This design comes from an exercise in tuning for small area, a short achievable clock period and few clock cycles per item on the open sky130 flow, not from production work. Function was not checked in any run shown here: the RTL went through the layout flow alone.

==> design/flow/design.v <==
module fnv_lane_mix #(
  parameter int             LANES     = 4,
  parameter int             W         = 32,
  parameter logic [W-1:0]   FNV_PRIME = 32'h01000193
) (
  input  logic               clk,
  input  logic               rst,
  input  logic               in_valid,
  output logic               in_ready,
  input  logic [1:0]         mode,
  input  logic [LANES*W-1:0] a,
  input  logic [LANES*W-1:0] b,
  output logic               out_valid,
  input  logic               out_ready,
  output logic [LANES*W-1:0] c,
  output logic [W-1:0]       digest,
  output logic               out_err
);
  logic         adv;
  logic         v1_q, v2_q, v3_q;
  logic [1:0]   md1_q, md2_q, md3_q;
  logic [W-1:0] r1_l0_q, r1_l3_q, r1_m1_q, r1_x1_q, r1_m2_q, r1_x2_q;
  logic [W-1:0] r2_l0_q, r2_l1_q, r2_l3_q, r2_m2_q, r2_x2_q;
  logic [W-1:0] r3_l0_q, r3_l1_q, r3_l3_q, r3_y2_q;
  logic [W-1:0] a0, a1, a2, a3, b0, b1, b2, b3;
  logic         md0, md1, md2;
  logic [W-1:0] p0, p3, p1, p2;
  logic [W-1:0] y0, y3, m1, x1, m2, x2, y1, y2;
  logic         f1, l2;
  assign adv      = !v3_q || out_ready;
  assign in_ready = adv;
  assign {a3, a2, a1, a0} = a;
  assign {b3, b2, b1, b0} = b;
  assign md0 = (mode == 2'd0);
  assign md1 = (mode == 2'd1);
  assign md2 = (mode == 2'd2);
  fnv_mulp u_mul0 (.x(md1 ? (a0 ^ b0) : a0), .y(p0));
  fnv_mulp u_mul3 (.x(md1 ? (a3 ^ b3) : a3), .y(p3));
  assign y0 = p0 ^ (md0 ? b0 : md2 ? a1 : '0);
  assign y3 = p3 ^ (md0 ? b3 : '0);
  assign m1 = md1 ? (a1 ^ b1) : a1;
  assign x1 = md0 ? b1 : md2 ? a2 : '0;
  assign m2 = md1 ? (a2 ^ b2) : a2;
  assign x2 = md0 ? b2 : md2 ? a3 : '0;
  assign f1 = (md1_q == 2'd2);
  fnv_mulp u_mul1 (.x(f1 ? r1_l0_q : r1_m1_q), .y(p1));
  assign y1 = p1 ^ r1_x1_q;
  assign l2 = !md2_q[1];
  fnv_mulp u_mul2 (.x(r2_m2_q), .y(p2));
  assign y2 = p2 ^ r2_x2_q;
  always_ff @(posedge clk) begin
    if (rst) begin
      v1_q <= 1'b0;
      v2_q <= 1'b0;
      v3_q <= 1'b0;
    end else if (adv) begin
      v1_q <= in_valid;
      v2_q <= v1_q;
      v3_q <= v2_q;
    end
  end
  always_ff @(posedge clk) begin
    if (adv) begin
      md1_q   <= mode;
      r1_l0_q <= y0;
      r1_l3_q <= y3;
      r1_m1_q <= m1;
      r1_x1_q <= x1;
      r1_m2_q <= m2;
      r1_x2_q <= x2;
      md2_q   <= md1_q;
      r2_l0_q <= r1_l0_q;
      r2_l1_q <= y1;
      r2_l3_q <= r1_l3_q;
      r2_m2_q <= f1 ? y1 : r1_m2_q;
      r2_x2_q <= r1_x2_q;
      md3_q   <= md2_q;
      r3_l0_q <= l2 ? r2_l0_q : '0;
      r3_l1_q <= l2 ? r2_l1_q : '0;
      r3_l3_q <= l2 ? r2_l3_q : '0;
      r3_y2_q <= y2;
    end
  end
  assign out_valid = v3_q;
  assign c         = {r3_l3_q, md3_q[1] ? '0 : r3_y2_q, r3_l1_q, r3_l0_q};
  assign digest    = (md3_q == 2'd2) ? r3_y2_q : '0;
  assign out_err   = (md3_q == 2'd3);
endmodule
module fnv_mulp (input logic [31:0] x, output logic [31:0] y);
  logic [31:0] r0, r1;
  logic t1, t2, t3, t4, t5, t6, t7, t8, t9, t10, t11, t12, t13, t14, t15, t16;
  logic t17, t18, t19, t20, t21, t22, t23, t24, t25, t26, t27, t28, t29, t30, t31, t32;
  logic t33, t34, t35, t36, t37, t38, t39, t40, t41, t42, t43, t44, t45, t46, t47, t48;
  logic t49, t50, t51, t52, t53, t54, t55, t56, t57, t58, t59, t60, t61, t62, t63, t64;
  logic t65, t66, t67, t68, t69, t70, t71, t72, t73, t74, t75, t76, t77, t78, t79, t80;
  logic t81, t82, t83, t84, t85, t86, t87, t88, t89, t90, t91, t92, t93, t94, t95, t96;
  logic t97, t98, t99, t100, t101, t102, t103, t104, t105, t106, t107, t108, t109, t110, t111, t112;
  logic t113, t114, t115, t116, t117, t118, t119, t120, t121, t122, t123, t124, t125, t126, t127, t128;
  logic t129, t130, t131, t132, t133, t134, t135, t136, t137, t138, t139, t140, t141, t142, t143, t144;
  logic t145, t146, t147, t148, t149, t150, t151, t152, t153, t154, t155, t156, t157, t158, t159, t160;
  logic t161, t162, t163, t164, t165, t166;
  assign t1 = x[8] ^ x[7];
  assign t2 = x[8] & x[7];
  assign t3 = x[9] ^ x[8] ^ x[5];
  assign t4 = (x[9] & x[8]) | (x[9] & x[5]) | (x[8] & x[5]);
  assign t5 = x[10] ^ x[9] ^ x[6];
  assign t6 = (x[10] & x[9]) | (x[10] & x[6]) | (x[9] & x[6]);
  assign t7 = x[11] ^ x[10] ^ x[7];
  assign t8 = (x[11] & x[10]) | (x[11] & x[7]) | (x[10] & x[7]);
  assign t9 = x[12] ^ x[11] ^ x[8];
  assign t10 = (x[12] & x[11]) | (x[12] & x[8]) | (x[11] & x[8]);
  assign t11 = x[13] ^ x[12] ^ x[9];
  assign t12 = (x[13] & x[12]) | (x[13] & x[9]) | (x[12] & x[9]);
  assign t13 = x[14] ^ x[13] ^ x[10];
  assign t14 = (x[14] & x[13]) | (x[14] & x[10]) | (x[13] & x[10]);
  assign t15 = x[15] ^ x[14] ^ x[11];
  assign t16 = (x[15] & x[14]) | (x[15] & x[11]) | (x[14] & x[11]);
  assign t17 = x[16] ^ x[15] ^ x[12];
  assign t18 = (x[16] & x[15]) | (x[16] & x[12]) | (x[15] & x[12]);
  assign t19 = x[17] ^ x[16] ^ x[13];
  assign t20 = (x[17] & x[16]) | (x[17] & x[13]) | (x[16] & x[13]);
  assign t21 = x[18] ^ x[17] ^ x[14];
  assign t22 = (x[18] & x[17]) | (x[18] & x[14]) | (x[17] & x[14]);
  assign t23 = x[19] ^ x[18] ^ x[15];
  assign t24 = (x[19] & x[18]) | (x[19] & x[15]) | (x[18] & x[15]);
  assign t25 = x[20] ^ x[19] ^ x[16];
  assign t26 = (x[20] & x[19]) | (x[20] & x[16]) | (x[19] & x[16]);
  assign t27 = x[21] ^ x[20] ^ x[17];
  assign t28 = (x[21] & x[20]) | (x[21] & x[17]) | (x[20] & x[17]);
  assign t29 = x[22] ^ x[21] ^ x[18];
  assign t30 = (x[22] & x[21]) | (x[22] & x[18]) | (x[21] & x[18]);
  assign t31 = x[23] ^ x[22] ^ x[19];
  assign t32 = (x[23] & x[22]) | (x[23] & x[19]) | (x[22] & x[19]);
  assign t33 = x[24] ^ x[23] ^ x[20];
  assign t34 = (x[24] & x[23]) | (x[24] & x[20]) | (x[23] & x[20]);
  assign t35 = x[17] ^ x[16];
  assign t36 = x[17] & x[16];
  assign t37 = x[25] ^ x[24] ^ x[21];
  assign t38 = (x[25] & x[24]) | (x[25] & x[21]) | (x[24] & x[21]);
  assign t39 = x[18] ^ x[17] ^ x[1];
  assign t40 = (x[18] & x[17]) | (x[18] & x[1]) | (x[17] & x[1]);
  assign t41 = x[26] ^ x[25] ^ x[22];
  assign t42 = (x[26] & x[25]) | (x[26] & x[22]) | (x[25] & x[22]);
  assign t43 = x[19] ^ x[18] ^ x[2];
  assign t44 = (x[19] & x[18]) | (x[19] & x[2]) | (x[18] & x[2]);
  assign t45 = x[27] ^ x[26] ^ x[23];
  assign t46 = (x[27] & x[26]) | (x[27] & x[23]) | (x[26] & x[23]);
  assign t47 = x[20] ^ x[19] ^ x[3];
  assign t48 = (x[20] & x[19]) | (x[20] & x[3]) | (x[19] & x[3]);
  assign t49 = x[28] ^ x[27] ^ x[24];
  assign t50 = (x[28] & x[27]) | (x[28] & x[24]) | (x[27] & x[24]);
  assign t51 = x[21] ^ x[20] ^ x[4];
  assign t52 = (x[21] & x[20]) | (x[21] & x[4]) | (x[20] & x[4]);
  assign t53 = x[29] ^ x[28] ^ x[25];
  assign t54 = (x[29] & x[28]) | (x[29] & x[25]) | (x[28] & x[25]);
  assign t55 = x[22] ^ x[21] ^ x[5];
  assign t56 = (x[22] & x[21]) | (x[22] & x[5]) | (x[21] & x[5]);
  assign t57 = x[30] ^ x[29] ^ x[26];
  assign t58 = (x[30] & x[29]) | (x[30] & x[26]) | (x[29] & x[26]);
  assign t59 = x[23] ^ x[22] ^ x[6];
  assign t60 = (x[23] & x[22]) | (x[23] & x[6]) | (x[22] & x[6]);
  assign t61 = x[31] ^ x[30] ^ x[27];
  assign t62 = x[24] ^ x[23] ^ x[7];
  assign t63 = x[7] ^ x[6];
  assign t64 = x[7] & x[6];
  assign t65 = t1 ^ x[4] ^ x[1];
  assign t66 = (t1 & x[4]) | (t1 & x[1]) | (x[4] & x[1]);
  assign t67 = t3 ^ x[2] ^ x[1];
  assign t68 = (t3 & x[2]) | (t3 & x[1]) | (x[2] & x[1]);
  assign t69 = t5 ^ x[3] ^ x[2];
  assign t70 = (t5 & x[3]) | (t5 & x[2]) | (x[3] & x[2]);
  assign t71 = t7 ^ x[4] ^ x[3];
  assign t72 = (t7 & x[4]) | (t7 & x[3]) | (x[4] & x[3]);
  assign t73 = t9 ^ x[5] ^ x[4];
  assign t74 = (t9 & x[5]) | (t9 & x[4]) | (x[5] & x[4]);
  assign t75 = t11 ^ x[6] ^ x[5];
  assign t76 = (t11 & x[6]) | (t11 & x[5]) | (x[6] & x[5]);
  assign t77 = t13 ^ x[7] ^ x[6];
  assign t78 = (t13 & x[7]) | (t13 & x[6]) | (x[7] & x[6]);
  assign t79 = t15 ^ x[8] ^ x[7];
  assign t80 = (t15 & x[8]) | (t15 & x[7]) | (x[8] & x[7]);
  assign t81 = t17 ^ x[9] ^ x[8];
  assign t82 = (t17 & x[9]) | (t17 & x[8]) | (x[9] & x[8]);
  assign t83 = t19 ^ x[10] ^ x[9];
  assign t84 = (t19 & x[10]) | (t19 & x[9]) | (x[10] & x[9]);
  assign t85 = t21 ^ x[11] ^ x[10];
  assign t86 = (t21 & x[11]) | (t21 & x[10]) | (x[11] & x[10]);
  assign t87 = t23 ^ x[12] ^ x[11];
  assign t88 = (t23 & x[12]) | (t23 & x[11]) | (x[12] & x[11]);
  assign t89 = t25 ^ x[13] ^ x[12];
  assign t90 = (t25 & x[13]) | (t25 & x[12]) | (x[13] & x[12]);
  assign t91 = t27 ^ x[14] ^ x[13];
  assign t92 = (t27 & x[14]) | (t27 & x[13]) | (x[14] & x[13]);
  assign t93 = t29 ^ x[15] ^ x[14];
  assign t94 = (t29 & x[15]) | (t29 & x[14]) | (x[15] & x[14]);
  assign t95 = t31 ^ x[16] ^ x[15];
  assign t96 = (t31 & x[16]) | (t31 & x[15]) | (x[16] & x[15]);
  assign t97 = t33 ^ t35 ^ x[0];
  assign t98 = (t33 & t35) | (t33 & x[0]) | (t35 & x[0]);
  assign t99 = t37 ^ t39 ^ t34;
  assign t100 = (t37 & t39) | (t37 & t34) | (t39 & t34);
  assign t101 = t41 ^ t43 ^ t38;
  assign t102 = (t41 & t43) | (t41 & t38) | (t43 & t38);
  assign t103 = t45 ^ t47 ^ t42;
  assign t104 = (t45 & t47) | (t45 & t42) | (t47 & t42);
  assign t105 = t49 ^ t51 ^ t46;
  assign t106 = (t49 & t51) | (t49 & t46) | (t51 & t46);
  assign t107 = t53 ^ t55 ^ t50;
  assign t108 = (t53 & t55) | (t53 & t50) | (t55 & t50);
  assign t109 = t57 ^ t59 ^ t54;
  assign t110 = (t57 & t59) | (t57 & t54) | (t59 & t54);
  assign t111 = t61 ^ t62 ^ t58;
  assign t112 = x[4] ^ x[3];
  assign t113 = x[4] & x[3];
  assign t114 = x[5] ^ x[4] ^ x[1];
  assign t115 = (x[5] & x[4]) | (x[5] & x[1]) | (x[4] & x[1]);
  assign t116 = x[6] ^ x[5] ^ x[2];
  assign t117 = (x[6] & x[5]) | (x[6] & x[2]) | (x[5] & x[2]);
  assign t118 = t63 ^ x[3] ^ x[0];
  assign t119 = (t63 & x[3]) | (t63 & x[0]) | (x[3] & x[0]);
  assign t120 = t65 ^ x[0] ^ t64;
  assign t121 = (t65 & x[0]) | (t65 & t64) | (x[0] & t64);
  assign t122 = t67 ^ t2 ^ t66;
  assign t123 = (t67 & t2) | (t67 & t66) | (t2 & t66);
  assign t124 = t69 ^ t4 ^ t68;
  assign t125 = (t69 & t4) | (t69 & t68) | (t4 & t68);
  assign t126 = t71 ^ t6 ^ t70;
  assign t127 = (t71 & t6) | (t71 & t70) | (t6 & t70);
  assign t128 = t73 ^ t8 ^ t72;
  assign t129 = (t73 & t8) | (t73 & t72) | (t8 & t72);
  assign t130 = t75 ^ t10 ^ t74;
  assign t131 = (t75 & t10) | (t75 & t74) | (t10 & t74);
  assign t132 = t77 ^ t12 ^ t76;
  assign t133 = (t77 & t12) | (t77 & t76) | (t12 & t76);
  assign t134 = t79 ^ t14 ^ t78;
  assign t135 = (t79 & t14) | (t79 & t78) | (t14 & t78);
  assign t136 = t81 ^ t16 ^ t80;
  assign t137 = (t81 & t16) | (t81 & t80) | (t16 & t80);
  assign t138 = t83 ^ t18 ^ t82;
  assign t139 = (t83 & t18) | (t83 & t82) | (t18 & t82);
  assign t140 = t85 ^ t20 ^ t84;
  assign t141 = (t85 & t20) | (t85 & t84) | (t20 & t84);
  assign t142 = t87 ^ t22 ^ t86;
  assign t143 = (t87 & t22) | (t87 & t86) | (t22 & t86);
  assign t144 = t89 ^ t24 ^ t88;
  assign t145 = (t89 & t24) | (t89 & t88) | (t24 & t88);
  assign t146 = t91 ^ t26 ^ t90;
  assign t147 = (t91 & t26) | (t91 & t90) | (t26 & t90);
  assign t148 = t93 ^ t28 ^ t92;
  assign t149 = (t93 & t28) | (t93 & t92) | (t28 & t92);
  assign t150 = t95 ^ t30 ^ t94;
  assign t151 = (t95 & t30) | (t95 & t94) | (t30 & t94);
  assign t152 = t97 ^ t32 ^ t96;
  assign t153 = (t97 & t32) | (t97 & t96) | (t32 & t96);
  assign t154 = t99 ^ t36 ^ t98;
  assign t155 = (t99 & t36) | (t99 & t98) | (t36 & t98);
  assign t156 = t101 ^ t40 ^ t100;
  assign t157 = (t101 & t40) | (t101 & t100) | (t40 & t100);
  assign t158 = t103 ^ t44 ^ t102;
  assign t159 = (t103 & t44) | (t103 & t102) | (t44 & t102);
  assign t160 = t105 ^ t48 ^ t104;
  assign t161 = (t105 & t48) | (t105 & t104) | (t48 & t104);
  assign t162 = t107 ^ t52 ^ t106;
  assign t163 = (t107 & t52) | (t107 & t106) | (t52 & t106);
  assign t164 = t109 ^ t56 ^ t108;
  assign t165 = (t109 & t56) | (t109 & t108) | (t56 & t108);
  assign t166 = t111 ^ t60 ^ t110;
  assign r0 = {t166, t164, t162, t160, t158, t156, t154, t152, t150, t148, t146, t144, t142, t140, t138, t136, t134, t132, t130, t128, t126, t124, t122, t120, t118, t116, t114, t112, x[3], x[2], x[1], x[0]};
  assign r1 = {t165, t163, t161, t159, t157, t155, t153, t151, t149, t147, t145, t143, t141, t139, t137, t135, t133, t131, t129, t127, t125, t123, t121, t119, t117, t115, t113, x[0], x[2], x[1], x[0], 1'b0};
  logic [31:0] g0, p0;
  assign g0 = r0 & r1;
  assign p0 = r0 ^ r1;
  logic gg1; assign gg1 = g0[1] | (p0[1] & g0[0]);
  logic pp1; assign pp1 = p0[1] & p0[0];
  logic gg2; assign gg2 = g0[3] | (p0[3] & g0[2]);
  logic pp2; assign pp2 = p0[3] & p0[2];
  logic gg3; assign gg3 = g0[5] | (p0[5] & g0[4]);
  logic pp3; assign pp3 = p0[5] & p0[4];
  logic gg4; assign gg4 = g0[7] | (p0[7] & g0[6]);
  logic pp4; assign pp4 = p0[7] & p0[6];
  logic gg5; assign gg5 = g0[9] | (p0[9] & g0[8]);
  logic pp5; assign pp5 = p0[9] & p0[8];
  logic gg6; assign gg6 = g0[11] | (p0[11] & g0[10]);
  logic pp6; assign pp6 = p0[11] & p0[10];
  logic gg7; assign gg7 = g0[13] | (p0[13] & g0[12]);
  logic pp7; assign pp7 = p0[13] & p0[12];
  logic gg8; assign gg8 = g0[15] | (p0[15] & g0[14]);
  logic pp8; assign pp8 = p0[15] & p0[14];
  logic gg9; assign gg9 = g0[17] | (p0[17] & g0[16]);
  logic pp9; assign pp9 = p0[17] & p0[16];
  logic gg10; assign gg10 = g0[19] | (p0[19] & g0[18]);
  logic pp10; assign pp10 = p0[19] & p0[18];
  logic gg11; assign gg11 = g0[21] | (p0[21] & g0[20]);
  logic pp11; assign pp11 = p0[21] & p0[20];
  logic gg12; assign gg12 = g0[23] | (p0[23] & g0[22]);
  logic pp12; assign pp12 = p0[23] & p0[22];
  logic gg13; assign gg13 = g0[25] | (p0[25] & g0[24]);
  logic pp13; assign pp13 = p0[25] & p0[24];
  logic gg14; assign gg14 = g0[27] | (p0[27] & g0[26]);
  logic pp14; assign pp14 = p0[27] & p0[26];
  logic gg15; assign gg15 = g0[29] | (p0[29] & g0[28]);
  logic pp15; assign pp15 = p0[29] & p0[28];
  logic gg16; assign gg16 = g0[31] | (p0[31] & g0[30]);
  logic pp16; assign pp16 = p0[31] & p0[30];
  logic gg17; assign gg17 = g0[2] | (p0[2] & gg1);
  logic pp17; assign pp17 = p0[2] & pp1;
  logic gg18; assign gg18 = gg2 | (pp2 & gg1);
  logic pp18; assign pp18 = pp2 & pp1;
  logic gg19; assign gg19 = g0[6] | (p0[6] & gg3);
  logic pp19; assign pp19 = p0[6] & pp3;
  logic gg20; assign gg20 = gg4 | (pp4 & gg3);
  logic pp20; assign pp20 = pp4 & pp3;
  logic gg21; assign gg21 = g0[10] | (p0[10] & gg5);
  logic pp21; assign pp21 = p0[10] & pp5;
  logic gg22; assign gg22 = gg6 | (pp6 & gg5);
  logic pp22; assign pp22 = pp6 & pp5;
  logic gg23; assign gg23 = g0[14] | (p0[14] & gg7);
  logic pp23; assign pp23 = p0[14] & pp7;
  logic gg24; assign gg24 = gg8 | (pp8 & gg7);
  logic pp24; assign pp24 = pp8 & pp7;
  logic gg25; assign gg25 = g0[18] | (p0[18] & gg9);
  logic pp25; assign pp25 = p0[18] & pp9;
  logic gg26; assign gg26 = gg10 | (pp10 & gg9);
  logic pp26; assign pp26 = pp10 & pp9;
  logic gg27; assign gg27 = g0[22] | (p0[22] & gg11);
  logic pp27; assign pp27 = p0[22] & pp11;
  logic gg28; assign gg28 = gg12 | (pp12 & gg11);
  logic pp28; assign pp28 = pp12 & pp11;
  logic gg29; assign gg29 = g0[26] | (p0[26] & gg13);
  logic pp29; assign pp29 = p0[26] & pp13;
  logic gg30; assign gg30 = gg14 | (pp14 & gg13);
  logic pp30; assign pp30 = pp14 & pp13;
  logic gg31; assign gg31 = g0[30] | (p0[30] & gg15);
  logic pp31; assign pp31 = p0[30] & pp15;
  logic gg32; assign gg32 = gg16 | (pp16 & gg15);
  logic pp32; assign pp32 = pp16 & pp15;
  logic gg33; assign gg33 = g0[4] | (p0[4] & gg18);
  logic pp33; assign pp33 = p0[4] & pp18;
  logic gg34; assign gg34 = gg3 | (pp3 & gg18);
  logic pp34; assign pp34 = pp3 & pp18;
  logic gg35; assign gg35 = gg19 | (pp19 & gg18);
  logic pp35; assign pp35 = pp19 & pp18;
  logic gg36; assign gg36 = gg20 | (pp20 & gg18);
  logic pp36; assign pp36 = pp20 & pp18;
  logic gg37; assign gg37 = g0[12] | (p0[12] & gg22);
  logic pp37; assign pp37 = p0[12] & pp22;
  logic gg38; assign gg38 = gg7 | (pp7 & gg22);
  logic pp38; assign pp38 = pp7 & pp22;
  logic gg39; assign gg39 = gg23 | (pp23 & gg22);
  logic pp39; assign pp39 = pp23 & pp22;
  logic gg40; assign gg40 = gg24 | (pp24 & gg22);
  logic pp40; assign pp40 = pp24 & pp22;
  logic gg41; assign gg41 = g0[20] | (p0[20] & gg26);
  logic pp41; assign pp41 = p0[20] & pp26;
  logic gg42; assign gg42 = gg11 | (pp11 & gg26);
  logic pp42; assign pp42 = pp11 & pp26;
  logic gg43; assign gg43 = gg27 | (pp27 & gg26);
  logic pp43; assign pp43 = pp27 & pp26;
  logic gg44; assign gg44 = gg28 | (pp28 & gg26);
  logic pp44; assign pp44 = pp28 & pp26;
  logic gg45; assign gg45 = g0[28] | (p0[28] & gg30);
  logic pp45; assign pp45 = p0[28] & pp30;
  logic gg46; assign gg46 = gg15 | (pp15 & gg30);
  logic pp46; assign pp46 = pp15 & pp30;
  logic gg47; assign gg47 = gg31 | (pp31 & gg30);
  logic pp47; assign pp47 = pp31 & pp30;
  logic gg48; assign gg48 = gg32 | (pp32 & gg30);
  logic pp48; assign pp48 = pp32 & pp30;
  logic gg49; assign gg49 = g0[8] | (p0[8] & gg36);
  logic pp49; assign pp49 = p0[8] & pp36;
  logic gg50; assign gg50 = gg5 | (pp5 & gg36);
  logic pp50; assign pp50 = pp5 & pp36;
  logic gg51; assign gg51 = gg21 | (pp21 & gg36);
  logic pp51; assign pp51 = pp21 & pp36;
  logic gg52; assign gg52 = gg22 | (pp22 & gg36);
  logic pp52; assign pp52 = pp22 & pp36;
  logic gg53; assign gg53 = gg37 | (pp37 & gg36);
  logic pp53; assign pp53 = pp37 & pp36;
  logic gg54; assign gg54 = gg38 | (pp38 & gg36);
  logic pp54; assign pp54 = pp38 & pp36;
  logic gg55; assign gg55 = gg39 | (pp39 & gg36);
  logic pp55; assign pp55 = pp39 & pp36;
  logic gg56; assign gg56 = gg40 | (pp40 & gg36);
  logic pp56; assign pp56 = pp40 & pp36;
  logic gg57; assign gg57 = g0[24] | (p0[24] & gg44);
  logic pp57; assign pp57 = p0[24] & pp44;
  logic gg58; assign gg58 = gg13 | (pp13 & gg44);
  logic pp58; assign pp58 = pp13 & pp44;
  logic gg59; assign gg59 = gg29 | (pp29 & gg44);
  logic pp59; assign pp59 = pp29 & pp44;
  logic gg60; assign gg60 = gg30 | (pp30 & gg44);
  logic pp60; assign pp60 = pp30 & pp44;
  logic gg61; assign gg61 = gg45 | (pp45 & gg44);
  logic pp61; assign pp61 = pp45 & pp44;
  logic gg62; assign gg62 = gg46 | (pp46 & gg44);
  logic pp62; assign pp62 = pp46 & pp44;
  logic gg63; assign gg63 = gg47 | (pp47 & gg44);
  logic pp63; assign pp63 = pp47 & pp44;
  logic gg64; assign gg64 = gg48 | (pp48 & gg44);
  logic pp64; assign pp64 = pp48 & pp44;
  logic gg65; assign gg65 = g0[16] | (p0[16] & gg56);
  logic pp65; assign pp65 = p0[16] & pp56;
  logic gg66; assign gg66 = gg9 | (pp9 & gg56);
  logic pp66; assign pp66 = pp9 & pp56;
  logic gg67; assign gg67 = gg25 | (pp25 & gg56);
  logic pp67; assign pp67 = pp25 & pp56;
  logic gg68; assign gg68 = gg26 | (pp26 & gg56);
  logic pp68; assign pp68 = pp26 & pp56;
  logic gg69; assign gg69 = gg41 | (pp41 & gg56);
  logic pp69; assign pp69 = pp41 & pp56;
  logic gg70; assign gg70 = gg42 | (pp42 & gg56);
  logic pp70; assign pp70 = pp42 & pp56;
  logic gg71; assign gg71 = gg43 | (pp43 & gg56);
  logic pp71; assign pp71 = pp43 & pp56;
  logic gg72; assign gg72 = gg44 | (pp44 & gg56);
  logic pp72; assign pp72 = pp44 & pp56;
  logic gg73; assign gg73 = gg57 | (pp57 & gg56);
  logic pp73; assign pp73 = pp57 & pp56;
  logic gg74; assign gg74 = gg58 | (pp58 & gg56);
  logic pp74; assign pp74 = pp58 & pp56;
  logic gg75; assign gg75 = gg59 | (pp59 & gg56);
  logic pp75; assign pp75 = pp59 & pp56;
  logic gg76; assign gg76 = gg60 | (pp60 & gg56);
  logic pp76; assign pp76 = pp60 & pp56;
  logic gg77; assign gg77 = gg61 | (pp61 & gg56);
  logic pp77; assign pp77 = pp61 & pp56;
  logic gg78; assign gg78 = gg62 | (pp62 & gg56);
  logic pp78; assign pp78 = pp62 & pp56;
  logic gg79; assign gg79 = gg63 | (pp63 & gg56);
  logic pp79; assign pp79 = pp63 & pp56;
  logic gg80; assign gg80 = gg64 | (pp64 & gg56);
  logic pp80; assign pp80 = pp64 & pp56;
  logic [31:0] cc;
  assign cc[0] = 1'b0;
  assign cc[1] = g0[0];
  assign cc[2] = gg1;
  assign cc[3] = gg17;
  assign cc[4] = gg18;
  assign cc[5] = gg33;
  assign cc[6] = gg34;
  assign cc[7] = gg35;
  assign cc[8] = gg36;
  assign cc[9] = gg49;
  assign cc[10] = gg50;
  assign cc[11] = gg51;
  assign cc[12] = gg52;
  assign cc[13] = gg53;
  assign cc[14] = gg54;
  assign cc[15] = gg55;
  assign cc[16] = gg56;
  assign cc[17] = gg65;
  assign cc[18] = gg66;
  assign cc[19] = gg67;
  assign cc[20] = gg68;
  assign cc[21] = gg69;
  assign cc[22] = gg70;
  assign cc[23] = gg71;
  assign cc[24] = gg72;
  assign cc[25] = gg73;
  assign cc[26] = gg74;
  assign cc[27] = gg75;
  assign cc[28] = gg76;
  assign cc[29] = gg77;
  assign cc[30] = gg78;
  assign cc[31] = gg79;
  assign y = p0 ^ cc;
endmodule
==> design/flow/run.sh <==
#!/bin/bash
# synth_recipe.tcl (not shown) runs the flow's synth.tcl, then flattens the netlist and writes it again
# the make line also repeats each setting of config.mk as NAME=value (left out here)
make -C /OpenROAD-flow-scripts/flow DESIGN_CONFIG=/design/flow/config.mk WORK_HOME=/design/flow/orfs CLKGATE_MAP_FILE= SYNTH_SCRIPT=/design/flow/synth_recipe.tcl finish
==> design/flow/config.mk <==
export PLATFORM = sky130hd
export DESIGN_NAME = fnv_lane_mix
export DESIGN_NICKNAME = fnv_lane_mix
export VERILOG_FILES = /design/flow/design.v
export SDC_FILE = /design/flow/constraint.sdc
export NUM_CORES = 4
export LEC_CHECK = 0
export CAP_MARGIN = 20
export CORE_MARGIN = 2
export CORE_UTILIZATION = 40
export SLEW_MARGIN = 20
==> design/flow/constraint.sdc <==
create_clock -name core_clock -period 7.0 [get_ports {clk}]
set_input_delay 1.4000 -clock core_clock [delete_from_list [all_inputs] [get_ports {clk}]]
set_output_delay 1.4000 -clock core_clock [all_outputs]
set_load 0.01 [all_outputs]
==> results of run 1 <==
critical path, cell delays in order:
cell and delay, ps:
buf_4 80, nor2b_4 150, buf_12 250, nand2_1 110
xor2_1 670, inv_1 190, ha_1 370, xnor2_1 170
fa_1 510, inv_1 50, fa_1 470, inv_1 50
ha_1 330, nand2_1 90, nor2_1 40, a211oi_1 330
o31a_4 230, inv_1 60, fa_1 430, xnor2_1 270
xnor2_1 110
worst max-delay path by stage:
stage	end	start	depth (start not counted)	slack, ps
global route	r1_l0_q[17]$_DFFE_PP_	mode[0]	21	550
detailed placement	r1_l0_q[17]$_DFFE_PP_	mode[0]	21	320
global placement	r1_l0_q[17]$_DFFE_PP_	mode[0]	21	200
CTS	r1_l0_q[17]$_DFFE_PP_	mode[0]	21	950
finish	r1_l0_q[17]$_DFFE_PP_	mode[0]	21	920
floorplan	r1_l0_q[31]$_DFFE_PP_	mode[0]	20	280
layer usage:
layer	share of wire (%)	vias up
li1	-	10200
met1	44	11000
met2	46	660
met3	6.3	147
met4	3.8	6
met5	0.028	-
cell type report:
type	count	area [µm²]
Sequential cell	489	14700
Antenna cell	1	2.50
Fill cell	7472	42100
Multi-Input combinational cell	1865	17500
Timing Repair Buffer	491	4800
Clock buffer	62	1400
Inverter	385	1450
Clock inverter	37	399
Tap cell	1134	1420
through the flow:
step                      hold slack, ps  cells
after floorplan                      400   2804
after global placement               402   4364
after detailed placement             405   4364
after CTS                            416   4463
after global routing                 423   4463
final                                413   4464
cell families (layout without fill, tap and decap cells):
logic type / after synthesis / in the layout / share of synthesized area (%)
muxes: 136 / 136 / 4.16
other: 0 / 1 / 0
and+or+nand+nor: 615 / 615 / 8.52
AOI/OAI and AO/OA: 228 / 228 / 4.46
xor gates and xnor gates: 433 / 433 / 11.3
adders and majority gates: 453 / 453 / 23.2
DFF: 489 / 489 / 43.3
buffers and inverters: 450 / 975 / 5.07
cell usage after synthesis (all sizes together), types with 46 or more instances:
| master | instances |
|---|---|
| fa | 292 |
| ha | 155 |
| xnor2 | 341 |
| inv | 385 |
| a21oi | 82 |
| nor2b | 136 |
| mux2i | 123 |
| edfxtp | 486 |
| xor2 | 91 |
| nor2 | 131 |
| a21o | 46 |
| nand2 | 252 |
==> reports/metrics.yaml, run 1 <==
global_routing:
  grt.met2_usage_pct: 37.0
  grt_pass1_vias: 23300
  met1_usage_pct: 32.4
  antenna_found_initial: 5
  grt_usage_pct: 23.4
  grt_pass1_wl_um: 149000
  grt_max_degree: 182
  top_usage_layer: "met2"
  overflow: 0
  grt_util_met3_pct: 4.00
clock_network:
  clock-root-buffer: "clkbuf_16"
  cts_buffers: 54
  clk_pin_slew_worst_paths_ps: 70
  cts_resized: 0
  insertion_delay_ps: 610
  cts-htree-levels: 2
  postCtsSetupBuffers: 0
  hold_buffers: 0
  clock_path_buffers: 3
  cts_tree: "done"
  cts_sinks: 489
drt:
  drt-total-wl_um: 101000
  drc: 0
  firstDrtPassIters: 5
  routedWlPerCell_um: 22.6
  ant_nets: 0
  routed_via_density: 4.92
  initialDrtViolationCount: 1516
  vias: 22000
yosys:
  async_flop_share_pct: 0
  ys.warnings.count: 1
  synth-seq-cells: 489
  yosys_most_used_dff: "edfxtp_1"
  ys_seq_area_share_pct: 43.3
  synth_cell_types: 66
  yosysTopAreaCell: "edfxtp_1"
  syn_inst: 2804
  syn_avg_cell_area_um2: 12.1
  syn-cell-area_um2: 33800
  syn_nets: 3513
  synth.top_cell.area_share_pct: 43.1
  synth_area_leaders: "edfxtp_1 43%, fa_1 17%, xnor2_1 8.8%"
  synth_edf_count: 486
sta:
  slew_violations: 0
  clock.fmax_mhz: 164
  finalHoldViolations: 0
  period_share_pct: 86.9
  skew_ps: 26.3
  worst_slack_ps: 920
  relSlewSlack_pct: 20.9
  fin_tns_setup_ps: 0
  post-route-min-period_ps: 6080
  setup_viol: 0
  worst_pin_slew_ps: 1190
  rsz0062_at_grt: "no"
setup_path:
  worstReg2RegStart: "md1_q[0]$_DFFE_PP_"
  arrival_ps: 6420
  cp-start-kind: "input port"
  reg2reg_depth: 19
  crit_type: "input port to flop"
  crit_fanout: 41
  end_kind: "flop"
  reg2reg_slack_ps: 1030
  r2r-end: "r2_m2_q[23]$_DFFE_PP_"
  worstPathRequired_ps: 7340
die:
  die_w_um: 295
  initial_core_util_pct: 40.4
  die_area_um2: 86900
  rows: 106
  ios: 425
  die_y_um: 295
  coreArea_um2: 83700
place:
  gp_congestion: 0.907
  hpwl_um: 82800
  numPortBuffers: 424
  placed_cell_area_um2: 39800
  pre_cts_slack_ps: 318
final_layout:
  final_common_cell: "edfxtp_1"
  layout-drive-gt1-share_pct: 5.65
  final_core_util_pct: 49.7
  syn2layout_area_growth_pct: 23.0
  final_area_um2: 41600
  fin_nets: 3995
  layout_common_cells: "486 x edfxtp_1, 422 x clkdlybuf4s50_1, 385 x inv_1, 340 x xnor2_1, 292 x fa_1"
outcome:
  status: "finished clean"
hold_path:
  min_from: "r1_x2_q[20]$_DFFE_PP_"
  min_path_cells: 0
  hold_path_class: "flop to flop"
  hold_end: "r2_x2_q[20]$_DFFE_PP_"
flow_run:
  drv_cap: 0
==> inputs of run 2 (changes only) <==
--- a/design/flow/config.mk
+++ b/design/flow/config.mk
@@ -10,2 +10,3 @@
 export CORE_UTILIZATION = 40
+export SETUP_SLACK_MARGIN = 1.2
 export SLEW_MARGIN = 20
==> reports/metrics.yaml, run 2 <==
outcome:
  status: "finished clean"
setup_path:
  arrival_ps: 6010
  crit_fanout: 22
  cp-start-kind: "input port"
  worstPathRequired_ps: 7340
  end_kind: "flop"
  crit_type: "input port to flop"
final_layout:
  layout_common_cells: "486 x edfxtp_1, 421 x clkdlybuf4s50_1, 366 x inv_1, 320 x xnor2_1, 289 x fa_1"
  fillers: 7439
  final_common_cell: "edfxtp_1"
  fin_nets: 3989
  syn2layout_area_growth_pct: 25.2
  final_area_um2: 42400
  layout-drive-gt1-share_pct: 8.61
clock_network:
  cts_tree: "done"
  insertion_delay_ps: 610
  cts-htree-levels: 2
  clock-root-buffer: "clkbuf_16"
  clock_path_buffers: 3
  clk_pin_slew_worst_paths_ps: 60
  hold_buffers: 0
  cts_buffers: 54
  cts_sinks: 489
global_routing:
  antenna_found_initial: 7
  grt_max_degree: 185
  grt_usage_pct: 23.3
  top_usage_layer: "met2"
  grt_pass1_wl_um: 148000
  grt_util_met3_pct: 2.83
  grt_pass1_vias: 23100
  met1_usage_pct: 33.0
  grt.met2_usage_pct: 37.7
  overflow: 0
sta:
  fin_tns_setup_ps: 0
  clock.fmax_mhz: 176
  slew_violations: 0
  period_share_pct: 80.9
  skew_ps: 15.9
  post-route-min-period_ps: 5670
  worst_pin_slew_ps: 1180
  finalHoldViolations: 0
  setup_viol: 0
  relSlewSlack_pct: 21.2
  rsz0062_at_grt: "no"
flow_run:
  drv_cap: 0
drt:
  drt-total-wl_um: 101000
  ant_nets: 0
  initialDrtViolationCount: 1487
  firstDrtPassIters: 7
  routed_via_density: 4.87
  routedWlPerCell_um: 22.5
  vias: 21700
  drc: 0
yosys:
  ys_top_cells_by_count: "486 x edfxtp_1, 385 x inv_1, 340 x xnor2_1"
  yosysTopAreaCell: "edfxtp_1"
  syn_inst: 2804
  synth_mux_area_share_pct: 4.16
  synth_compound_area_share_pct: 4.46
  synth_top_family_by_area: "adder cells"
  synth_area_leaders: "edfxtp_1 43%, fa_1 17%, xnor2_1 8.8%"
  synth_cell_types: 66
  yosys.area_share.simple_pct: 8.52
  synth-seq-cells: 489
  synth_most_common_cell: "edfxtp_1"
  syn-cell-area_um2: 33800
  synth_edf_count: 486
  yosys_most_used_dff: "edfxtp_1"
  async_flop_share_pct: 0
  ys.warnings.count: 1
  synth.top_cell.area_share_pct: 43.1
  synthAdderAreaFrac_pct: 23.2
  ys_seq_area_share_pct: 43.3
  syn_avg_cell_area_um2: 12.1
  syn_nets: 3513
  synth_xor_area_share_pct: 11.3
die:
  ios: 425
  coreArea_um2: 83700
  die_y_um: 295
  initial_core_util_pct: 40.4
  rows: 106
  die_area_um2: 86900
  die_w_um: 295
place:
  placed_cell_area_um2: 40200
  numPortBuffers: 424
  hpwl_um: 82300
  gp_congestion: 0.910
hold_path:
  hold_path_class: "flop to flop"
==> run 2: worst max-delay path, cell delays in order <==
cell and delay [ps]:
buf_4 80, nor2b_4 140, buf_4 130, buf_12 170, nand2_1 90, xor2_1 160, buf_4 160, fa_1 540
inv_1 60, fa_1 460, fa_1 520, ha_4 310, nand4_1 80, o31a_2 330, o31a_4 310, a311o_2 440
a311oi_4 310, or4_1 180, nand4_1 80
==> run 2: cell families (layout without fill, tap and decap cells) <==
logic type | Yosys count | after routing
AOI/OAI and AO/OA | 228 | 228
DFF | 489 | 489
buffers and inverters | 450 | 968
adders and majority gates | 453 | 453
other | 0 | 3
xor gates and xnor gates | 433 | 433
muxes | 136 | 136
and+or+nand+nor | 615 | 615
==> run 2: final timing paths <==
kind / start / endpoint / slack (ps) / cells past startpoint
hold / removal: r1_x2_q[29]$_DFFE_PP_ / r2_x2_q[29]$_DFFE_PP_ / 410 / 0
setup / recovery: mode[0] / r1_l0_q[31]$_DFFE_PP_ / 1330 / 19
setup reg to reg: md1_q[0]$_DFFE_PP_ / r2_m2_q[16]$_DFFE_PP_ / 1410 / 22
hold reg to reg: r1_x2_q[29]$_DFFE_PP_ / r2_x2_q[29]$_DFFE_PP_ / 410 / 0
==> run 2: stage by stage <==
stage / util, % / hold WS [ps] / std cells / setup WS [ps]
final: 50.6 / 415 / 4459 / 1330
after global routing: 50.6 / 420 / 4456 / 1170
after CTS: 50.2 / 413 / 4447 / 1200
after detailed placement: 48.0 / 405 / 4342 / 431
after global placement: 48.0 / 402 / 4342 / 473
after floorplan: - / 400 / 2804 / 828
==> run 2: area by class of cell <==
class | instances | area (µm²) | area share, %
clock buffer | 65 | 1410 | 3.34
tap | 1134 | 1420 | 3.35
inverter | 385 | 1450 | 3.41
multi-input combinational | 1865 | 18300 | 43.2
sequential | 489 | 14700 | 34.6
clock inverter | 33 | 295 | 0.697
antenna | 3 | 7.51 | 0.0177
timing repair buffer | 485 | 4840 | 11.4
==> run 2: repair_timing <==
item | in CTS | in global routing
gates resized for setup | 8 | 40
setup buffers | 6 | 8
pin swaps | 1 | 12
endpoints found under the setup margin | 32 | 31
cloned | 1 | 1
==> run 2: layer usage <==
metal,vias to the layer above,wire [µm]
met5,-,0
met4,0,3140
met3,126,5050
met2,572,47000
met1,10900,45400
li1,10200,-
==> inputs of run 3 (changes only) <==
--- a/design/flow/config.mk
+++ b/design/flow/config.mk
@@ -7,2 +7,3 @@
 export LEC_CHECK = 0
+export ABC_CLOCK_PERIOD_IN_PS = 4000
 export CAP_MARGIN = 20
@@ -10,3 +11,3 @@
 export CORE_UTILIZATION = 40
-export SETUP_SLACK_MARGIN = 1.2
+export SETUP_SLACK_MARGIN = 2.5
 export SLEW_MARGIN = 20
==> reports/metrics.yaml, run 3 <==
die:
  die_y_um: 295
  initial_core_util_pct: 40.4
  rows: 106
  die_w_um: 295
  die_area_um2: 86900
  ios: 425
  coreArea_um2: 83700
sta:
  finalHoldViolations: 0
  skew_ps: 29.1
  fin_tns_setup_ps: 0
  post-route-min-period_ps: 5550
  worst_pin_slew_ps: 1140
  rsz0062_at_grt: "yes"
  setup_viol: 0
  slew_violations: 0
  relSlewSlack_pct: 24.1
  period_share_pct: 79.3
  clock.fmax_mhz: 180
setup_path:
  worstReg2RegStart: "md1_q[0]$_DFFE_PP_"
  worstPathRequired_ps: 7340
  arrival_ps: 5890
  end_kind: "flop"
  reg2reg_slack_ps: 1710
  reg2reg_depth: 21
  cp-start-kind: "input port"
  crit_fanout: 6
  r2r-end: "r2_m2_q[25]$_DFFE_PP_"
  crit_type: "input port to flop"
final_layout:
  seqCellArea_um2: 14700
  fillers: 6981
  syn2layout_area_growth_pct: 37.9
  final_area_um2: 46600
  multi_input_area_um2: 20300
  fin_nets: 4212
  layout-drive-gt1-share_pct: 21.7
  final_common_cell: "edfxtp_1"
  layout_common_cells: "486 x edfxtp_1, 420 x clkdlybuf4s50_1, 336 x inv_1, 280 x fa_1, 264 x xnor2_1"
clock_network:
  cts_sinks: 489
  hold_buffers: 0
  insertion_delay_ps: 620
  cts_buffers: 55
  cts_tree: "done"
  clock-root-buffer: "clkbuf_16"
  clock_path_buffers: 3
  clk_pin_slew_worst_paths_ps: 60
  cts-htree-levels: 2
place:
  gp_congestion: 0.918
  placed_cell_area_um2: 40700
  numPortBuffers: 424
  hpwl_um: 83900
drt:
  firstDrtPassIters: 7
  ant_nets: 0
  routedWlPerCell_um: 23.2
  routed_via_density: 4.94
  initialDrtViolationCount: 1614
  drt-total-wl_um: 109000
  vias: 23100
  drc: 0
hold_path:
  min_path_cells: 0
  hold_end: "r2_l3_q[20]$_DFFE_PP_"
  hold_path_class: "flop to flop"
  min_from: "r1_l3_q[20]$_DFFE_PP_"
yosys:
  async_flop_share_pct: 0
  yosysTopAreaCell: "edfxtp_1"
  syn_inst: 2804
  synth_cell_types: 66
  synth_area_leaders: "edfxtp_1 43%, fa_1 17%, xnor2_1 8.8%"
  synth-seq-cells: 489
  ys_seq_area_share_pct: 43.3
  ys.warnings.count: 1
  synth_most_common_cell: "edfxtp_1"
  synth_edf_count: 486
  ys_top_cells_by_count: "486 x edfxtp_1, 385 x inv_1, 340 x xnor2_1"
  syn-cell-area_um2: 33800
  synth.top_cell.area_share_pct: 43.1
  syn_avg_cell_area_um2: 12.1
  yosys_most_used_dff: "edfxtp_1"
  syn_nets: 3513
flow_run:
  drv_cap: 0
global_routing:
  antenna_found_initial: 10
  grt_pass1_wl_um: 159000
  grt_usage_pct: 25.1
  grt_pass1_vias: 24400
  overflow: 0
  grt_max_degree: 168
outcome:
  status: "finished clean"
[run 3: cell count changes in the layout (fill, tap and decap cells not counted), sizes merged]
cell and change:
dlymetal6s2s -1, dlygate4sd2 +2, bufinv +4, diode +1, buf +220, nand2b +2, clkbuf -2, clkinv +3
inv +1, clkinvlp -2, clkdlybuf4s50 -1, bufbuf +1
[run 3: worst max-delay path by stage]
stage                     cells after the start  slack, ps       from                     to
after global placement                       19        490    mode[0]  r1_l3_q[31]$_DFFE_PP_
after CTS                                    19       1540    mode[0]  r1_l0_q[30]$_DFFE_PP_
after global routing                         22       1330    mode[0]  r1_l0_q[30]$_DFFE_PP_
final                                        19       1450    mode[0]  r1_l0_q[31]$_DFFE_PP_
after detailed placement                     19        440    mode[0]  r1_l3_q[31]$_DFFE_PP_
after floorplan                               1        830  out_ready               in_ready
[run 3: logic make-up after synthesis]
family	synth area share (%)
and+or+nand+nor	8.52
DFF	43.3
adders and majority gates	23.2
buffers and inverters	5.07
xor gates and xnor gates	11.3
AOI/OAI and AO/OA	4.46
muxes	4.16
[run 3: final cells by class]
type | count | area share, %
multi-input combinational | 1867 | 43.6
sequential | 489 | 31.4
timing repair buffer | 705 | 14.8
inverter | 385 | 3.16
tap | 1134 | 3.04
clock buffer | 64 | 3.02
clock inverter | 39 | 0.952
antenna | 4 | 0.0215
[run 3: timing repair]
action	4_1_cts	5_1_grt
gates resized for setup	260	101
pin swaps	171	96
buffers inserted	175	57
endpoints found under the setup margin	105	100
cloned	8	1
[run 3: through the flow]
stage | setup WS, ps | utilization [%] | hold slack (ps) | cells
2_1_floorplan | 828 | - | 400 | 2804
3_3_place_gp | 489 | 48.7 | 402 | 4338
3_5_place_dp | 444 | 48.7 | 405 | 4338
4_1_cts | 1540 | 54.5 | 420 | 4624
5_1_grt | 1330 | 55.7 | 423 | 4683
6_report | 1450 | 55.7 | 418 | 4687
[run 3: per-layer routing]
metal | track usage, % | part of all wire, %
met3 | 3.36 | 5.5
met2 | 41.6 | 48
met5 | 0 | 0.036
met4 | 6.01 | 2.5
met1 | 34.8 | 44
[run 3: critical path, stage by stage]
cell and delay [ps]:
buf_6 90, nor2b_4 120, buf_12 140, buf_12 120, buf_16 150, nand2_8 70, xor2_4 210, inv_4 50
fa_1 470, fa_1 570, fa_1 470, ha_4 310, nand4_1 90, o31a_2 360, o31a_4 290, a311o_1 400
a311oi_4 330, or4_1 170, nand4_1 60
==> inputs of run 4 (changes only) <==
--- a/design/flow/config.mk
+++ b/design/flow/config.mk
@@ -7,3 +7,3 @@
 export LEC_CHECK = 0
-export ABC_CLOCK_PERIOD_IN_PS = 4000
+export ABC_CLOCK_PERIOD_IN_PS = 4500
 export CAP_MARGIN = 20
@@ -11,3 +11,2 @@
 export CORE_UTILIZATION = 40
-export SETUP_SLACK_MARGIN = 2.5
 export SLEW_MARGIN = 20
==> reports/metrics.yaml, run 4 <==
sta:
  fin_tns_setup_ps: 0
  clock.fmax_mhz: 164
  finalHoldViolations: 0
  setup_viol: 0
  post-route-min-period_ps: 6080
  relSlewSlack_pct: 20.9
  worst_pin_slew_ps: 1190
  rsz0062_at_grt: "no"
  skew_ps: 26.3
  period_share_pct: 86.9
  slew_violations: 0
die:
  die_y_um: 295
  ios: 425
  die_area_um2: 86900
  coreArea_um2: 83700
  die_w_um: 295
  initial_core_util_pct: 40.4
  rows: 106
global_routing:
  grt_pass1_wl_um: 149000
  overflow: 0
  grt_max_degree: 182
  antenna_found_initial: 5
  grt_usage_pct: 23.4
  grt_pass1_vias: 23300
clock_network:
  hold_buffers: 0
  cts_tree: "done"
  postCtsSetupBuffers: 0
  cts_sinks: 489
  cts_buffers: 54
  cts_resized: 0
  insertion_delay_ps: 610
  cts-htree-levels: 2
  clock_path_buffers: 3
  clk_pin_slew_worst_paths_ps: 70
  clock-root-buffer: "clkbuf_16"
setup_path:
  r2r-end: "r2_m2_q[23]$_DFFE_PP_"
  end_kind: "flop"
  crit_type: "input port to flop"
  arrival_ps: 6420
  critPathLaunch: "mode[0]"
  cp-start-kind: "input port"
  worstPathRequired_ps: 7340
  endpoint: "r1_l0_q[17]$_DFFE_PP_"
  worstReg2RegStart: "md1_q[0]$_DFFE_PP_"
  crit_fanout: 41
  reg2reg_depth: 19
  reg2reg_slack_ps: 1030
yosys:
  syn-cell-area_um2: 33800
  synth.top_cell.area_share_pct: 43.1
  ys_seq_area_share_pct: 43.3
  ys_top_cells_by_count: "486 x edfxtp_1, 385 x inv_1, 340 x xnor2_1"
  yosysTopAreaCell: "edfxtp_1"
  async_flop_share_pct: 0
  yosys_most_used_dff: "edfxtp_1"
  synth_cell_types: 66
  ys.warnings.count: 1
  syn_inst: 2804
  syn_nets: 3513
  syn_avg_cell_area_um2: 12.1
  synth_area_leaders: "edfxtp_1 43%, fa_1 17%, xnor2_1 8.8%"
  synth_edf_count: 486
  synth-seq-cells: 489
  synth_most_common_cell: "edfxtp_1"
drt:
  firstDrtPassIters: 5
  vias: 22000
  routedWlPerCell_um: 22.6
  initialDrtViolationCount: 1516
  drt-total-wl_um: 101000
  ant_nets: 0
  routed_via_density: 4.92
  drc: 0
final_layout:
  final_common_cell: "edfxtp_1"
  fin_nets: 3995
  fin_cells: 4464
  layout_common_cells: "486 x edfxtp_1, 422 x clkdlybuf4s50_1, 385 x inv_1, 340 x xnor2_1, 292 x fa_1"
  layout-drive-gt1-share_pct: 5.65
  syn2layout_area_growth_pct: 23.0
outcome:
  status: "finished clean"
flow_run:
  drv_cap: 0
hold_path:
  min_from: "r1_x2_q[20]$_DFFE_PP_"
  hold_path_class: "flop to flop"
place:
  gp_congestion: 0.907
  dp_cells: 4364
  numPortBuffers: 424
  hpwl_um: 82800
## run 4: cell type report
| cell class | count | area [µm²] |
|---|---|---|
| diodes | 1 | 2.50 |
| clock buffers | 62 | 1400 |
| clock inverters | 37 | 399 |
| fillers | 7472 | 42100 |
| inverters | 385 | 1450 |
| multi-input cells | 1865 | 17500 |
| flip-flops and latches | 489 | 14700 |
| well taps | 1134 | 1420 |
| repair buffers | 491 | 4800 |
## run 4: worst min path at each step
stage / depth (start not counted) / to / slack [ps]
6_report: 0 / r2_x2_q[20]$_DFFE_PP_ / 410
5_1_grt: 0 / r2_l3_q[10]$_DFFE_PP_ / 420
4_1_cts: 0 / r2_x2_q[20]$_DFFE_PP_ / 420
3_5_place_dp: 0 / r2_l3_q[27]$_DFFE_PP_ / 400
3_3_place_gp: 0 / r2_l3_q[7]$_DFFE_PP_ / 400
2_1_floorplan: 0 / md3_q[0]$_DFFE_PP_ / 400
## run 4: cells by family after synthesis
family / synth area share (%)
DFF: 43.3
xor gates and xnor gates: 11.3
AOI/OAI and AO/OA: 4.46
buffers and inverters: 5.07
muxes: 4.16
adders and majority gates: 23.2
and+or+nand+nor: 8.52
## run 4: metal layers
| metal | part of all wire, % | global-route usage (%) | wire length [µm] | vias to the layer above |
|---|---|---|---|---|
| met3 | 6.3 | 4.00 | 6330 | 147 |
| met4 | 3.8 | 8.54 | 3820 | 6 |
| met2 | 46 | 37.0 | 46200 | 660 |
| met5 | 0.028 | 0 | 28 | - |
| met1 | 44 | 32.4 | 44400 | 11000 |
| li1 | - | - | - | 10200 |
## run 4: through the flow
step                area (µm²)  hold slack, ps  util (%)  setup slack, ps
floorplan                33800             400         -              280
global placement         39800             402      47.6              203
detailed placement       39800             405      47.6              318
CTS                      41600             416      49.7              952
global route             41600             423      49.7              548
finish                   41600             413      49.7              920
## run 4: worst max-delay path, stage by stage
cell and delay, ps:
buf_4 80, nor2b_4 150, buf_12 250, nand2_1 110, xor2_1 670, inv_1 190, ha_1 370, xnor2_1 170
fa_1 510, inv_1 50, fa_1 470, inv_1 50, ha_1 330, nand2_1 90, nor2_1 40, a211oi_1 330
o31a_4 230, inv_1 60, fa_1 430, xnor2_1 270, xnor2_1 110
==> inputs of run 5 (changes only) <==
--- a/design/flow/design.v
+++ b/design/flow/design.v
@@ -21,2 +21,3 @@
   logic [1:0]   md1_q, md2_q, md3_q;
+  logic         f1_q, f2_q;
   logic [W-1:0] r1_l0_q, r1_l3_q, r1_m1_q, r1_x1_q, r1_m2_q, r1_x2_q;
@@ -28,3 +29,3 @@
   logic [W-1:0] y0, y3, m1, x1, m2, x2, y1, y2;
-  logic         f1, l2;
+  logic         l2;
   assign adv      = !v3_q || out_ready;
@@ -44,7 +45,6 @@
   assign x2 = md0 ? b2 : md2 ? a3 : '0;
-  assign f1 = (md1_q == 2'd2);
-  fnv_mulp u_mul1 (.x(f1 ? r1_l0_q : r1_m1_q), .y(p1));
+  fnv_mulp u_mul1 (.x(f1_q ? r1_l0_q : r1_m1_q), .y(p1));
   assign y1 = p1 ^ r1_x1_q;
   assign l2 = !md2_q[1];
-  fnv_mulp u_mul2 (.x(r2_m2_q), .y(p2));
+  fnv_mulp u_mul2 (.x(f2_q ? r2_l1_q : r2_m2_q), .y(p2));
   assign y2 = p2 ^ r2_x2_q;
@@ -64,2 +64,3 @@
       md1_q   <= mode;
+      f1_q    <= md2;
       r1_l0_q <= y0;
@@ -71,2 +72,3 @@
       md2_q   <= md1_q;
+      f2_q    <= f1_q;
       r2_l0_q <= r1_l0_q;
@@ -74,3 +76,3 @@
       r2_l3_q <= r1_l3_q;
-      r2_m2_q <= f1 ? y1 : r1_m2_q;
+      r2_m2_q <= r1_m2_q;
       r2_x2_q <= r1_x2_q;
--- a/design/flow/config.mk
+++ b/design/flow/config.mk
@@ -7,3 +7,2 @@
 export LEC_CHECK = 0
-export ABC_CLOCK_PERIOD_IN_PS = 4500
 export CAP_MARGIN = 20
@@ -11,2 +10,3 @@
 export CORE_UTILIZATION = 40
+export SETUP_SLACK_MARGIN = 1.6
 export SLEW_MARGIN = 20
==> reports/metrics.yaml, run 5 <==
place:
  numPortBuffers: 424
  hpwl_um: 84500
  pre_cts_slack_ps: 457
  gp_congestion: 0.910
  dp_cells: 4266
sta:
  post-route-min-period_ps: 5520
  setup_viol: 0
  period_share_pct: 78.8
  worst_pin_slew_ps: 942
  worst_slack_ps: 1480
  fin_tns_setup_ps: 0
  skew_ps: 37.3
  rsz0062_at_grt: "yes"
  clock.fmax_mhz: 181
  relSlewSlack_pct: 37.2
  slew_violations: 0
  finalHoldViolations: 0
drt:
  routedWlPerCell_um: 23.9
  drt-total-wl_um: 106000
  routed_via_density: 4.95
  drc: 0
  ant_nets: 0
  vias: 22000
  firstDrtPassIters: 5
  initialDrtViolationCount: 1506
global_routing:
  grt_pass1_wl_um: 153000
  grt_usage_pct: 24.4
  grt_pass1_vias: 23200
  antenna_found_initial: 12
  overflow: 0
  grt_max_degree: 152
setup_path:
  crit_fanout: 5
  end_kind: "flop"
  crit_type: "input port to flop"
  worstPathRequired_ps: 7350
  cp-start-kind: "input port"
  arrival_ps: 5860
final_layout:
  final_common_cell: "edfxtp_1"
  layout-drive-gt1-share_pct: 12.9
  fin_cells: 4439
  syn2layout_area_growth_pct: 28.1
  layout_common_cells: "488 x edfxtp_1, 405 x clkdlybuf4s50_1, 328 x xnor2_1, 285 x inv_1, 260 x fa_1"
  fin_nets: 3954
die:
  die_y_um: 295
  die_w_um: 295
  initial_core_util_pct: 40.4
  coreArea_um2: 83700
  die_area_um2: 86900
  ios: 425
  rows: 106
hold_path:
  hold_path_class: "flop to flop"
yosys:
  yosysTopAreaCell: "edfxtp_1"
  syn_avg_cell_area_um2: 12.4
  syn_nets: 3417
  ys_seq_area_share_pct: 43.5
  synth_cell_types: 67
  async_flop_share_pct: 0
  synth.top_cell.area_share_pct: 43.3
  ys.warnings.count: 1
  yosys_most_used_dff: "edfxtp_1"
  syn_inst: 2725
  synth-seq-cells: 491
  synth_most_common_cell: "edfxtp_1"
  synth_edf_count: 488
  syn-cell-area_um2: 33800
  synth_area_leaders: "edfxtp_1 43%, fa_1 16%, xnor2_1 9.0%"
  ys_top_cells_by_count: "488 x edfxtp_1, 347 x xnor2_1, 310 x inv_1"
clock_network:
  clock-root-buffer: "clkbuf_16"
  cts_buffers: 54
  cts_tree: "done"
  clock_path_buffers: 3
  clk_pin_slew_worst_paths_ps: 60
  insertion_delay_ps: 640
  cts-htree-levels: 2
  cts_sinks: 491
outcome:
  status: "finished clean"
flow_run:
  drv_cap: 0
[run 5: changes by cell type after synthesis, moves of 11 or more]
| cell | before | now |
|---|---|---|
| fa_1 | 292 | 270 |
| mux2i_1 | 120 | 136 |
| xor2_1 | 91 | 108 |
| inv_1 | 385 | 310 |
| mux2_2 | 13 | 25 |
| nand2_1 | 252 | 182 |
| a21oi_1 | 80 | 91 |
[run 5: timing repair]
| item | CTS | global route |
|---|---|---|
| hold buffers | 0 | 0 |
| setup buffers | 35 | 33 |
| cloned | 3 | 2 |
| endpoints found under the setup margin | 42 | 32 |
| pin swaps | 34 | 49 |
| resized for setup | 80 | 98 |
[run 5: area by class of cell]
cell class | count | area, µm²
flip-flops and latches | 491 | 14700
inverters | 310 | 1180
clock inverters | 31 | 283
well taps | 1134 | 1420
clock buffers | 66 | 1400
fillers | 7291 | 40400
multi-input cells | 1860 | 18900
repair buffers | 545 | 5430
diodes | 2 | 5.00
[run 5: kinds of logic after synthesis]
family / count (synthesis) / synth area share (%)
AND/OR/NAND/NOR: 542 / 7.71
flip-flops: 491 / 43.5
XOR/XNOR: 468 / 12.5
adder cells (fa/ha/maj): 443 / 22.3
buffers and inverters: 374 / 4.30
AO/OA/AOI/OAI: 246 / 4.83
multiplexers: 161 / 4.86
[run 5: final timing paths]
check	startpoint	endpoint	slack, ps	cells after the start
worst max-delay path	mode[0]	r1_l0_q[26]$_DFFE_PP_	1480	22
worst min-delay path	r1_x2_q[24]$_DFFE_PP_	r2_x2_q[24]$_DFFE_PP_	390	0
worst max register to register	f2_q$_DFFE_PP_	r3_y2_q[31]$_DFFE_PP_	1740	17
worst min register to register	r1_x2_q[24]$_DFFE_PP_	r2_x2_q[24]$_DFFE_PP_	390	0
[run 5: metal layers]
metal	vias to the layer above	GRT usage (%)	share of wire, %
met5	-	0	0.097
met1	11100	34.4	45
met2	626	38.7	46
met3	124	4.16	5.9
met4	16	6.60	2.7
li1	10100	-	-
[run 5: worst max-delay path, cell delays in order]
cell and delay, ps:
buf_12 90, nor2b_4 160, buf_6 140, buf_12 140, buf_12 130, nand2_8 60, xor2_4 160, buf_6 120
fa_1 480, fa_1 510, inv_2 50, fa_2 600, ha_4 230, a21oi_4 130, o21ai_2 70, a21o_1 170
o21ai_2 180, a211o_1 210, a21oi_2 80, or2_4 280, a2111oi_4 380, a311oi_2 70
[run 5: stage by stage]
stage,area (µm²),util [%],hold slack (ps)
after global placement,40100,47.9,401
after CTS,42500,50.8,388
after detailed placement,40100,47.9,405
after floorplan,34400,-,400
final,43300,51.8,388
after global routing,43300,51.7,390
==> inputs of run 6 (changes only) <==
--- a/design/flow/config.mk
+++ b/design/flow/config.mk
@@ -10,3 +10,3 @@
 export CORE_UTILIZATION = 40
-export SETUP_SLACK_MARGIN = 1.6
+export SETUP_SLACK_MARGIN = 1.2
 export SLEW_MARGIN = 20
==> reports/metrics.yaml, run 6 <==
hold_path:
  hold_path_class: "flop to flop"
  min_from: "r1_m2_q[22]$_DFFE_PP_"
  hold_end: "r2_m2_q[22]$_DFFE_PP_"
  min_path_cells: 0
clock_network:
  insertion_delay_ps: 630
  cts_sinks: 491
  clock_path_buffers: 3
  clock-root-buffer: "clkbuf_16"
  cts_buffers: 56
  cts-htree-levels: 2
  clk_pin_slew_worst_paths_ps: 60
  cts_tree: "done"
drt:
  initialDrtViolationCount: 1617
  drt-total-wl_um: 105000
  vias: 21800
  firstDrtPassIters: 5
  ant_nets: 0
  drc: 0
  routedWlPerCell_um: 23.8
  routed_via_density: 4.96
setup_path:
  crit_fanout: 6
  slowest_stage: "clkdlybuf4s50_1"
  crit_chain: "clkdlybuf4s50_1 -> xnor2_4 -> fa_1 -> fa_1 -> fa_1 -> ha_4 -> a21o_1 -> a21o_1 -> a21oi_1 -> o21ai_1 -> o2111ai_1 -> nand4_1 -> a31o_2 -> a21oi_2 -> xnor2_1"
  reg2reg_depth: 16
  worstPathRequired_ps: 7380
  cp_common_cell: "fa_1"
  worst-path-stages: 15
  reg2reg_slack_ps: 1490
  arrival_ps: 6010
  r2r-end: "r3_y2_q[31]$_DFFE_PP_"
  cp.buffers_inverters: 1
  end_kind: "flop"
  path_delay_family: "adder cells"
  cpPeakStageDelay_ps: 670
  cp-start-kind: "input port"
  crit_type: "input port to flop"
  worstReg2RegStart: "f2_q$_DFFE_PP_"
global_routing:
  grt_max_degree: 170
  overflow: 0
  grt_usage_pct: 24.4
  grt_pass1_vias: 23200
  grt_pass1_wl_um: 153000
  antenna_found_initial: 10
place:
  hpwl_um: 85900
  placed_cell_area_um2: 40100
  gp_congestion: 0.919
  numPortBuffers: 424
die:
  die_area_um2: 86900
  ios: 425
  coreArea_um2: 83700
  initial_core_util_pct: 40.4
  rows: 106
  die_y_um: 295
  die_w_um: 295
yosys:
  async_flop_share_pct: 0
  ys_seq_area_share_pct: 43.5
  syn_avg_cell_area_um2: 12.4
  syn_nets: 3417
  ys_top_cells_by_count: "488 x edfxtp_1, 347 x xnor2_1, 310 x inv_1"
  ys.warnings.count: 1
  synth-seq-cells: 491
  yosysTopAreaCell: "edfxtp_1"
  synth_area_leaders: "edfxtp_1 43%, fa_1 16%, xnor2_1 9.0%"
  syn-cell-area_um2: 33800
  syn_inst: 2725
  synth_edf_count: 488
  synth_cell_types: 67
  synth.top_cell.area_share_pct: 43.3
  yosys_most_used_dff: "edfxtp_1"
  synth_most_common_cell: "edfxtp_1"
sta:
  rsz0062_at_grt: "yes"
  post-route-min-period_ps: 5620
  relSlewSlack_pct: 29.5
  period_share_pct: 80.3
  worst_pin_slew_ps: 1060
  fin_tns_setup_ps: 0
  clock.fmax_mhz: 178
  slew_violations: 0
  finalHoldViolations: 0
  setup_viol: 0
  hold_ws_ps: 398
  skew_ps: 32.5
final_layout:
  final_common_cell: "edfxtp_1"
  layout-drive-gt1-share_pct: 9.29
  fin_nets: 3906
  layout_common_cells: "488 x edfxtp_1, 420 x clkdlybuf4s50_1, 339 x xnor2_1, 299 x inv_1, 266 x fa_1"
  final_area_um2: 42200
  syn2layout_area_growth_pct: 24.9
  final_core_util_pct: 50.4
outcome:
  status: "finished clean"
flow_run:
  drv_cap: 0
## run 6: cell counts after synthesis
Identical to the previous run, type by type.
## run 6: routing by layer
metal	global-route usage (%)	vias up	part of all wire (%)
met5	0	-	0.074
met4	5.09	12	1.9
met3	3.67	116	5.3
met2	39.2	572	47
met1	35.0	11000	46
li1	-	10000	-
## run 6: stage by stage
step / setup WS, ps / std cells
finish: 1380 / 4395
global route: 1170 / 4394
CTS: 1200 / 4385
global placement: 500 / 4274
detailed placement: 434 / 4274
floorplan: 815 / 2725
## run 6: worst max-delay path by stage
| stage | start | slack, ps | end |
|---|---|---|---|
| floorplan | out_ready | 810 | in_ready |
| global placement | mode[0] | 500 | r1_l3_q[31]$_DFFE_PP_ |
| detailed placement | mode[0] | 430 | r1_l0_q[26]$_DFFE_PP_ |
| CTS | b[9] | 1200 | r1_l0_q[26]$_DFFE_PP_ |
| global route | mode[0] | 1170 | r1_l0_q[26]$_DFFE_PP_ |
| finish | a[108] | 1380 | r1_l3_q[31]$_DFFE_PP_ |
## run 6: cell families (layout without fill, tap and decap cells)
family | after synthesis | in the layout | share of synthesized area, %
other | 0 | 1 | 0
flip-flops | 491 | 491 | 43.5
buffers and inverters | 374 | 909 | 4.30
adder cells (fa/ha/maj) | 443 | 443 | 22.3
multiplexers | 161 | 161 | 4.86
AO/OA/AOI/OAI | 246 | 246 | 4.83
AND/OR/NAND/NOR | 542 | 542 | 7.71
XOR/XNOR | 468 | 468 | 12.5
## run 6: cell type report
cell class	count	area, µm²
Fill cell	7371	41500
Multi-Input combinational cell	1860	18200
Sequential cell	491	14700
Timing Repair Buffer	495	4860
Clock buffer	63	1430
Tap cell	1134	1420
Inverter	310	1170
Clock inverter	41	423
Antenna cell	1	2.50
## run 6: what timing repair did
item,in CTS,in global routing
setup endpoints to repair,8,22
resized for setup,2,17
setup buffers,7,9
pin swaps,0,5
hold buffers,0,0

==> re-timing with driven ports <==
Ports are ideal in the flow. The routed layouts listed here were re-timed in OpenROAD.
Step 1 (the two cells are an assumption about what drives the block):
set clk [get_ports {clk}]
set_driving_cell -lib_cell sky130_fd_sc_hd__clkbuf_16 $clk
set_driving_cell -lib_cell sky130_fd_sc_hd__buf_2 [delete_from_list [all_inputs] $clk]
Step 2, shift: input delay + t, output delay - t, t = (earliest + latest rising clock arrival at the registers) / 2. This alone moves slack from input paths to output paths.
Slacks: ideal ports / drivers / drivers and shift; pairs: ideal ports / drivers.
| run | shift t [ns] | setup slack, ns | clock arrival spread, ns |
|---|---|---|---|
| run 1 | 0.657 | 0.920 / 0.954 / 0.296 | 0.027 / 0.027 |
| run 2 | 0.656 | 1.334 / 1.367 / 0.711 | 0.017 / 0.018 |
| run 3 | 0.668 | 1.449 / 1.477 / 0.809 | 0.029 / 0.030 |
| run 4 | 0.657 | 0.920 / 0.954 / 0.296 | 0.027 / 0.027 |
| run 5 | 0.689 | 1.483 / 1.470 / 0.781 | 0.037 / 0.038 |
| run 6 | 0.681 | 1.376 / 1.408 / 0.726 | 0.033 / 0.033 |
After both steps every run listed still meets setup and hold. The setup slack of run 5, which loses most, moves by -0.013 ns with the drivers and by -0.702 ns with both steps.
